This design comes from an exercise in tuning for small area on the open sky130 flow, not from production work. Function was checked by simulation only, so behaviour that the tests miss may differ from the original. The clock input has no modelled driver; a real chip could not lean on it and would need a root buffer or a full tree.

## walk_sound_top
module walk_sound_top (
    input  logic                                      clk,
    input  logic                                      rst_n,
    input  logic                                      reg_wr,
    input  logic [1:0]                                reg_addr,
    input  logic [15:0]                               reg_wdata,
    output logic [15:0]                               reg_rdata,
    output logic                                      sample_valid,
    output logic signed [walk_snd_pkg::sample_w-1:0] sample_out
);
export LEC_CHECK = 0
export CAP_MARGIN = 20
export CORE_MARGIN = 2
export CORE_UTILIZATION = 40
export SLEW_MARGIN = 20
export SYNTH_HIERARCHICAL = 1
export SYNTH_MINIMUM_KEEP_SIZE = 0
create_clock -name core_clock -period 14.0 [get_ports {clk}]
standard.sh (not shown) runs the stock make flow with config.mk's settings and CLKGATE_MAP_FILE= SYNTH_SCRIPT=/design/flow/synth_recipe.tcl, a recipe that flattens the netlist after the stock synthesis.
==> flow/flow/run.sh <==
#!/bin/bash
# The standard layout (the standard.sh, with its synthesis unchanged), with two
# changes: the port buffers are the smallest buffer cell, and the clock tree is a
# small balanced one built by flow/cts_tree.tcl (one root and 2^levels leaf buffers).
set -euo pipefail
export BUFFER_PORTS_ARGS="-buffer_cell sky130_fd_sc_hd__buf_1"
export PRE_CTS_TCL="$PWD/flow/cts_tree.tcl"
export MY_CTS_BUF=sky130_fd_sc_hd__clkbuf_4
export MY_CTS_ROOT=sky130_fd_sc_hd__clkbuf_8
export MY_CTS_LEVELS=4
bash standard.sh > standard.log 2>&1
==> flow/flow/cts_tree.tcl <==
# A small clock tree in place of TritonCTS: the clock port drives one root
# buffer, which drives one leaf buffer per group of registers; the groups are
# formed by splitting the registers by position (median cuts). Sourced by
# ORFS's cts.tcl as PRE_CTS_TCL; clock_tree_synthesis is then skipped.
set block [ord::get_db_block]
set buf_master [[ord::get_db] findMaster $::env(MY_CTS_BUF)]
set root_master [[ord::get_db] findMaster $::env(MY_CTS_ROOT)]
set clk_net [$block findNet clk]
set sinks {}
foreach it [$clk_net getITerms] {
  if { [$it isInputSignal] || [[$it getMTerm] getSigType] == "CLOCK" || [$it isInput] } {
    lappend sinks $it
  }
}
puts "my_cts: [llength $sinks] sinks"

proc it_xy { it } {
  set inst [$it getInst]
  set b [$inst getBBox]
  return [list [expr ([$b xMin] + [$b xMax]) / 2] [expr ([$b yMin] + [$b yMax]) / 2]]
}

# recursive median split into 2^levels groups
proc split_groups { items levels } {
  if { $levels == 0 || [llength $items] < 2 } { return [list $items] }
  set xs {}; set ys {}
  foreach it $items { lassign [it_xy $it] x y; lappend xs $x; lappend ys $y }
  set dx [expr [tcl::mathfunc::max {*}$xs] - [tcl::mathfunc::min {*}$xs]]
  set dy [expr [tcl::mathfunc::max {*}$ys] - [tcl::mathfunc::min {*}$ys]]
  set idx [expr { $dx >= $dy ? 0 : 1 }]
  set sorted [lsort -command [list cmp_xy $idx] $items]
  set h [expr [llength $sorted] / 2]
  return [concat [split_groups [lrange $sorted 0 [expr $h - 1]] [expr $levels - 1]] \
                 [split_groups [lrange $sorted $h end] [expr $levels - 1]]]
}
proc cmp_xy { idx a b } {
  set va [lindex [it_xy $a] $idx]; set vb [lindex [it_xy $b] $idx]
  if { $va < $vb } { return -1 } elseif { $va > $vb } { return 1 } else { return 0 }
}

set groups [split_groups $sinks $::env(MY_CTS_LEVELS)]
set root [odb::dbInst_create $block $root_master "myclk_root"]
set root_out [odb::dbNet_create $block "myclk_root_net"]
$root_out setSigType CLOCK
# root input on the clock port net, output to the leaves
foreach mt [$root_master getMTerms] {
  set it [$root findITerm [$mt getName]]
  if { [$mt getSigType] == "POWER" || [$mt getSigType] == "GROUND" } { continue }
  if { [$mt getIoType] == "INPUT" } { $it connect $clk_net } elseif { [$mt getIoType] == "OUTPUT" } { $it connect $root_out }
}
set n 0
set lx 0; set ly 0
foreach g $groups {
  set sx 0; set sy 0
  foreach it $g { lassign [it_xy $it] x y; set sx [expr $sx + $x]; set sy [expr $sy + $y] }
  set cx [expr $sx / [llength $g]]; set cy [expr $sy / [llength $g]]
  set leaf [odb::dbInst_create $block $buf_master "myclk_leaf_$n"]
  set net [odb::dbNet_create $block "myclk_leaf_net_$n"]
  $net setSigType CLOCK
  foreach mt [$buf_master getMTerms] {
    set it [$leaf findITerm [$mt getName]]
    if { [$mt getIoType] == "INPUT" && [$mt getSigType] != "POWER" && [$mt getSigType] != "GROUND" } { $it connect $root_out }
    if { [$mt getIoType] == "OUTPUT" } { $it connect $net }
  }
  foreach it $g { $it disconnect; $it connect $net }
  $leaf setLocation [expr int($cx)] [expr int($cy)]
  $leaf setPlacementStatus PLACED
  set lx [expr $lx + $cx]; set ly [expr $ly + $cy]
  puts "my_cts: leaf $n drives [llength $g] sinks at $cx $cy"
  incr n
}
$root setLocation [expr int($lx / $n)] [expr int($ly / $n)]
$root setPlacementStatus PLACED
$clk_net setSigType CLOCK

# clock_tree_synthesis would rebuild the tree: skip it
rename clock_tree_synthesis orig_clock_tree_synthesis
proc clock_tree_synthesis { args } {
  puts "my_cts: clock_tree_synthesis skipped"
  set_propagated_clock [all_clocks]
}
The starting point completed without violations.
Edit:
--- a/flow/flow/run.sh
+++ b/flow/flow/run.sh
@@ -6,6 +6,6 @@
 export BUFFER_PORTS_ARGS="-buffer_cell sky130_fd_sc_hd__buf_1"
 export PRE_CTS_TCL="$PWD/flow/cts_tree.tcl"
-export MY_CTS_BUF=sky130_fd_sc_hd__clkbuf_4
+export MY_CTS_BUF=sky130_fd_sc_hd__clkbuf_8
 export MY_CTS_ROOT=sky130_fd_sc_hd__clkbuf_8
-export MY_CTS_LEVELS=4
+export MY_CTS_LEVELS=3
 bash standard.sh > standard.log 2>&1
- CORE_UTILIZATION: 40 -> 50
=> The new run finished with timing, DRC and antenna clean; setup slack improves by 0.068 ns; global-route usage goes up by 4.1 points; maximum frequency rose by 0.50%; worst hold slack degrades by 0.0046 ns; routed wire length shrinks by 0.89%.
Edit:
- CORE_UTILIZATION: 50 -> 40
What happened: The changed run finished with timing, DRC and antenna clean; fmax decreases slightly; worst setup slack gets worse by 0.063 ns; first-iteration DRC count climbs by roughly a tenth; cell area increases slightly; via count barely changes; routed wire length rises slightly.
Edit:
--- a/flow/flow/run.sh
+++ b/flow/flow/run.sh
@@ -7,5 +7,5 @@
 export PRE_CTS_TCL="$PWD/flow/cts_tree.tcl"
 export MY_CTS_BUF=sky130_fd_sc_hd__clkbuf_8
-export MY_CTS_ROOT=sky130_fd_sc_hd__clkbuf_8
+export MY_CTS_ROOT=sky130_fd_sc_hd__clkbuf_16
 export MY_CTS_LEVELS=3
 bash standard.sh > standard.log 2>&1
Clock skew stays flat.
Worst setup slack stays flat.
First-iteration DRC count went down by 3.9%.
Synthesized area stays the same.
Critical path depth does not change.
Worst hold slack barely changes.
Synthesized cell count does not change.
Flip-flop and latch count does not change.
Edit:
--- a/flow/flow/run.sh
+++ b/flow/flow/run.sh
@@ -7,5 +7,5 @@
 export PRE_CTS_TCL="$PWD/flow/cts_tree.tcl"
 export MY_CTS_BUF=sky130_fd_sc_hd__clkbuf_8
-export MY_CTS_ROOT=sky130_fd_sc_hd__clkbuf_16
+export MY_CTS_ROOT=sky130_fd_sc_hd__clkbuf_8
 export MY_CTS_LEVELS=3
 bash standard.sh > standard.log 2>&1
- CAP_MARGIN: 20 -> 0
- SLEW_MARGIN: 20 -> 0
Fmax stays flat.
Via count stays the same.
Worst setup slack hardly moves.
Die area stays the same.
First-iteration DRC count came out higher by 4.0%.
Design area stays flat.
Clock skew hardly moves.
Critical path depth does not change.
Register-to-register slack is about the same.
No run of this note takes its clock network from TritonCTS; it comes from the design's own scripts or RTL.


## alpha
walk_sound_top, a different RTL version from the one above (not shown whole).
==> flow/design.v (excerpt) <==
module walk_sound_top (
    input  logic                                      clk,
    input  logic                                      rst_n,
    input  logic                                      reg_wr,
    input  logic [1:0]                                reg_addr,
    input  logic [15:0]                               reg_wdata,
    output logic [15:0]                               reg_rdata,
    output logic                                      sample_valid,
    output logic signed [walk_snd_pkg::sample_w-1:0] sample_out
);
    logic               walk_en;
    logic [3:0]         vol_shift;
    logic [7:0]         tick_div;
    logic               audio_en;
    logic [2:0]         sample_cnt;
    logic signed [14:0] walk_next;   
    logic [3:0]         shift_q;     
    walk_cfg_regs u_regs (
        .clk(clk), .rst_n(rst_n), .reg_wr(reg_wr), .reg_addr(reg_addr),
        .reg_wdata(reg_wdata), .reg_rdata(reg_rdata), .walk_en(walk_en),
        .vol_shift(vol_shift), .tick_div(tick_div)
    );
    sample_tick_gen u_tick (
        .clk(clk), .rst_n(rst_n), .tick_div(tick_div), .audio_en(audio_en),
        .sample_cnt(sample_cnt)
    );
    dk_walk u_walk (
        .clk(clk), .rst_n(rst_n), .audio_en(audio_en), .sample_cnt(sample_cnt),
        .walk_en(walk_en), .out(walk_next)
    );
    assign sample_out = (shift_q == 4'hf) ? '0 : (16'(walk_next) >>> shift_q);
    always_ff @(posedge clk) begin
        if (!rst_n) begin
            sample_valid <= 1'b0;
            shift_q      <= '0;
        end else begin
            sample_valid <= audio_en;
            if (audio_en) begin
                shift_q <= vol_shift;
            end
        end
    end
endmodule
make LEC_CHECK=0 CAP_MARGIN=20 CORE_MARGIN=2 CORE_UTILIZATION=40 SLEW_MARGIN=20 finish   # period 14.0 ns
run.sh (not shown) runs the stock make flow with config.mk's settings and CLKGATE_MAP_FILE= SYNTH_SCRIPT=/design/flow/synth_recipe.tcl, a recipe that flattens the netlist after the stock synthesis.
Stock flow here: none of the scripts above is used.
> inputs changed (alpha -> beta)
--- a/flow/config.mk
+++ b/flow/config.mk
@@ -9,3 +9,6 @@
 export CORE_MARGIN = 2
 export CORE_UTILIZATION = 40
+export CTS_BUF_LIST = sky130_fd_sc_hd__clkbuf_4
+export CTS_CLUSTER_DIAMETER = 100
+export CTS_CLUSTER_SIZE = 40
 export SLEW_MARGIN = 20
Results
Final critical path time including I/O delays and setup (lower): alpha
Of alpha and beta, the lower via density per instance belongs to beta.
Against alpha, beta comes in 0.49% lower on average wire per standard cell.
Compared with alpha, beta shows a lower area added between synthesis and finish.
Core utilization: beta < alpha
The part of the cycle the worst path needs on beta is in line with that on alpha.
Cell area | beta vs alpha | beta smaller
Compared with alpha, in beta worst setup slack lost 6.2 ps, final cell count without fillers neither gained nor lost much.

==> separate check: timing with driven ports <==
No port has a modelled driver above. Below, the same layouts with a new extraction and two added sets of constraints. Step 1: set_driving_cell puts a clkbuf_16 on clk and a buf_2 on each other input, an assumption about the parent block. Step 2 adds t to the input delays and takes it off the output delays; t is the mean of the earliest and latest rising clock arrival at the registers after step 1. Input paths then give back, and output paths get back, about the clock's delay inside the block. Slacks: ideal / step 1 / step 2; pairs: ideal / step 1.
run | t (ns) | setup WS [ns] | latest minus earliest clock arrival (ns) | worst register clock-pin slew, ns | worst data-port slew with drivers (ns)
the first run of note 1 | 0.483 | 0.396 / 0.396 / 0.396 | 0.031 / 0.031 | 0.11 / 0.11 | 0.03
the second run of note 1 | 0.463 | 0.464 / 0.464 / 0.464 | 0.016 / 0.017 | 0.11 / 0.11 | 0.03
the third run of note 1 | 0.449 | 0.401 / 0.401 / 0.401 | 0.022 / 0.022 | 0.12 / 0.12 | 0.03
the fourth run of note 1 | 0.396 | 0.400 / 0.400 / 0.400 | 0.023 / 0.022 | 0.12 / 0.12 | 0.03
the fifth run of note 1 | 0.449 | 0.401 / 0.401 / 0.401 | 0.022 / 0.022 | 0.12 / 0.12 | 0.03
alpha | 0.453 | 0.355 / 0.355 / 0.355 | 0.017 / 0.016 | 0.06 / 0.06 | 0.03
beta | 0.564 | 0.349 / 0.349 / 0.349 | 0.025 / 0.024 | 0.12 / 0.12 | 0.03
After both steps every run listed still meets setup and hold.
